Background: an optimization exercise with open tools, aiming at small area, a short achievable clock period and few clock cycles. Do not read the settings as production practice.
Only simulation tests tie the RTL to the original design; equivalence was not proved.

## job 7933
==> flow/design.v (excerpt) <==
module conv2d_stream
#(
    parameter int DW     = conv_pkg::DEF_DW,
    parameter int MAXDIM = conv_pkg::DEF_MAXDIM,
    parameter int MAXK   = conv_pkg::DEF_MAXK,
    parameter int DIMW   = $clog2(MAXDIM),
    parameter int KW     = $clog2(MAXK),
    parameter int AW     = 2*DW + 2*KW
) (
    input  logic            clk,
    input  logic            rstN,
    input  logic            start,
    input  logic [DIMW-1:0] inRow,
    input  logic [DIMW-1:0] inCol,
    input  logic [KW-1:0]   kerRow,
    input  logic [KW-1:0]   kerCol,
    input  logic            stride,
    input  logic [DW-1:0]   inData,
    input  logic            inValid,
    output logic            inReady,
    output logic [AW-1:0]   outMatrix,
    output logic            outValid,
    input  logic            outReady,
    output logic            busy,
    output logic            done,
    output logic            err
);
Size in the first run: about 7000 cells after synthesis.
export LEC_CHECK = 0
export CAP_MARGIN = 20
export CORE_MARGIN = 2
export CORE_UTILIZATION = 60
export CTS_CLUSTER_DIAMETER = 60
export CTS_CLUSTER_SIZE = 30
export SLEW_MARGIN = 20
export SYNTH_HIERARCHICAL = 1
export SYNTH_MINIMUM_KEEP_SIZE = 0
create_clock -name core_clock -period 11.0 [get_ports {clk}]
standard.sh (not shown) runs the stock make flow with config.mk's settings and CLKGATE_MAP_FILE= SYNTH_SCRIPT=/design/flow/synth_recipe.tcl, a recipe that flattens the netlist after the stock synthesis.
==> flow/flow/run.sh <==
#!/bin/bash
# Own layout flow: the standard synthesis unchanged, then the standard
# ORFS layout with plain buffers on the ports (instead of delay cells) and a
# larger setup margin for the resizer's timing repair. Each call's full
# output goes to its own log in this folder; ORFS keeps per-step logs under
# orfs/logs.
set -euo pipefail
bash standard.sh synth > synth.log 2>&1
bash standard.sh \
    BUFFER_PORTS_ARGS="-buffer_cell sky130_fd_sc_hd__buf_4" \
    SETUP_SLACK_MARGIN=7.5 \
    finish > layout.log 2>&1
Job 7933 | stages: all done | timing, DRC, antenna: all pass
Testbench counts of job 7933, summed over its fixed seeds: cycles 15,401.
diff inputs: job 7933 => job 7095
diff --git a/flow/flow/run.sh b/flow/flow/run.sh
--- a/flow/flow/run.sh
+++ b/flow/flow/run.sh
@@ -11 +11 @@
-    SETUP_SLACK_MARGIN=7.5 \
+    SETUP_SLACK_MARGIN=7.7 \
Results
Status: post-route non-filler standard cell count parity (job 7095, job 7933)
Job 7095 vs. job 7933: global-route usage +0.19 points.
Multi-input gate share of the layout cell area essentially unchanged between job 7933 and job 7095.
Between job 7933 and job 7095, the difference in via count is negligible.
As far as max-cap violation count goes, job 7095 and job 7933 are indistinguishable; the numbers are identical.
Job 7095 packs its core tighter than job 7933.

== red ==
conv2d_stream, a different RTL version from the one above (not shown whole).
Size: ~7200 cells after synthesis, roughly 2900 flip-flops, about 120000 um^2 of cells after synthesis.
==> flow/config.mk <==
export PLATFORM = sky130hd
export DESIGN_NAME = conv2d_stream
export DESIGN_NICKNAME = conv2d_stream
export VERILOG_FILES = /design/flow/design.v
export SDC_FILE = /design/flow/constraint.sdc
export NUM_CORES = 4
export LEC_CHECK = 0
export CAP_MARGIN = 20
export CORE_MARGIN = 2
export CORE_UTILIZATION = 60
export CTS_CLUSTER_DIAMETER = 70
export CTS_CLUSTER_SIZE = 35
export SLEW_MARGIN = 20
export SYNTH_HIERARCHICAL = 1
export SYNTH_MINIMUM_KEEP_SIZE = 0
==> flow/constraint.sdc <==
create_clock -name core_clock -period 11.0 [get_ports {clk}]
set_input_delay 2.2000 -clock core_clock [delete_from_list [all_inputs] [get_ports {clk}]]
set_output_delay 2.2000 -clock core_clock [all_outputs]
set_load 0.01 [all_outputs]
==> flow/flow/run.sh <==
#!/bin/bash
# Own layout flow: the standard synthesis unchanged, then the standard
# ORFS layout with plain buffers on the ports (instead of delay cells) and a
# larger setup margin for the resizer's timing repair. Each call's full
# output goes to its own log in this folder; ORFS keeps per-step logs under
# orfs/logs.
set -euo pipefail
bash standard.sh synth > synth.log 2>&1
bash standard.sh \
    BUFFER_PORTS_ARGS="-buffer_cell sky130_fd_sc_hd__buf_4" \
    SETUP_SLACK_MARGIN=7.5 \
    finish > layout.log 2>&1
red has completed all stages; timing, DRC and antenna checks passed.
Testbench counts of red, summed over its fixed seeds: cycles 15,401.
diff inputs: red => blue
-- flow/flow/run.sh --
<<< red, line 10
    BUFFER_PORTS_ARGS="-buffer_cell sky130_fd_sc_hd__buf_4" \
    SETUP_SLACK_MARGIN=7.5 \
    finish > layout.log 2>&1
>>> blue, line 10
    BUFFER_PORTS_ARGS="-buffer_cell sky130_fd_sc_hd__buf_4" \
    SETUP_SLACK_MARGIN=7.45 \
    finish > layout.log 2>&1
## What came out
Per the comparison of blue with red, via count did not really move; worst setup slack after layout went down; area used by sequential logic in the layout did not really move. The cell area of red and that of blue are within noise of each other. Re number of unique standard cell types used by synthesis: no difference whatsoever between red and blue.
> inputs changed (blue -> green)
Settings: a change of CTS_CLUSTER_SIZE from 35 to 36; a change of CTS_CLUSTER_DIAMETER from 70 to 50.
-- flow/flow/run.sh --
<<< blue, line 10
    BUFFER_PORTS_ARGS="-buffer_cell sky130_fd_sc_hd__buf_4" \
    SETUP_SLACK_MARGIN=7.45 \
    finish > layout.log 2>&1
>>> green, line 10
    BUFFER_PORTS_ARGS="-buffer_cell sky130_fd_sc_hd__buf_4" \
    SETUP_SLACK_MARGIN=7.5 \
    finish > layout.log 2>&1
==> comparison <==
There was hardly any difference in final clock skew between green and blue. Longest individual stage delay on the worst path (green over blue): decrease, 0.33 ns. Critical path depth in green vs blue: down 5. Number of clock buffers in the layout of green exceeds that of blue by more than half. Kind of critical path = reg -> out: green; kind of critical path = reg -> reg: blue. The higher global routing usage on met2 of blue and green is in green. Diff blue -> green: clock-cell share of area rose 2.4 points; sequential share of layout area dropped 1.6 points; worst path required time now sits lower.

port drivers added, routing unchanged:
The flow's constraints put no driver on any port. The routed layouts listed below were extracted and timed again, unchanged, in two steps.
Step 1: set_driving_cell puts a clkbuf_16 on clk and a buf_2 on each other input, an assumption about the parent block.
Step 2, shift: input delay + t, output delay - t, t = (earliest + latest rising clock arrival at the registers) / 2. This alone moves slack from input paths to output paths.
Three values: no drivers, after step 1, after step 2; two values: the first two.
run	shift t [ns]	setup slack, ns	worst setup path after step 2	worst register clock-pin slew, ns
job 7933	0.932	7.339 / 7.239 / 6.851	input to register	0.11 / 0.11
job 7095	0.934	7.346 / 7.244 / 6.933	input to register	0.11 / 0.11
red	0.938	7.380 / 7.279 / 6.781	input to register	0.12 / 0.12
blue	0.931	7.366 / 7.285 / 6.729	input to register	0.12 / 0.12
green	0.958	7.353 / 7.260 / 6.737	input to register	0.09 / 0.09
After both steps setup and hold are still met in every run listed. The setup slack of blue, which loses most, moves by -0.081 ns with the drivers and by -0.637 ns with both steps.
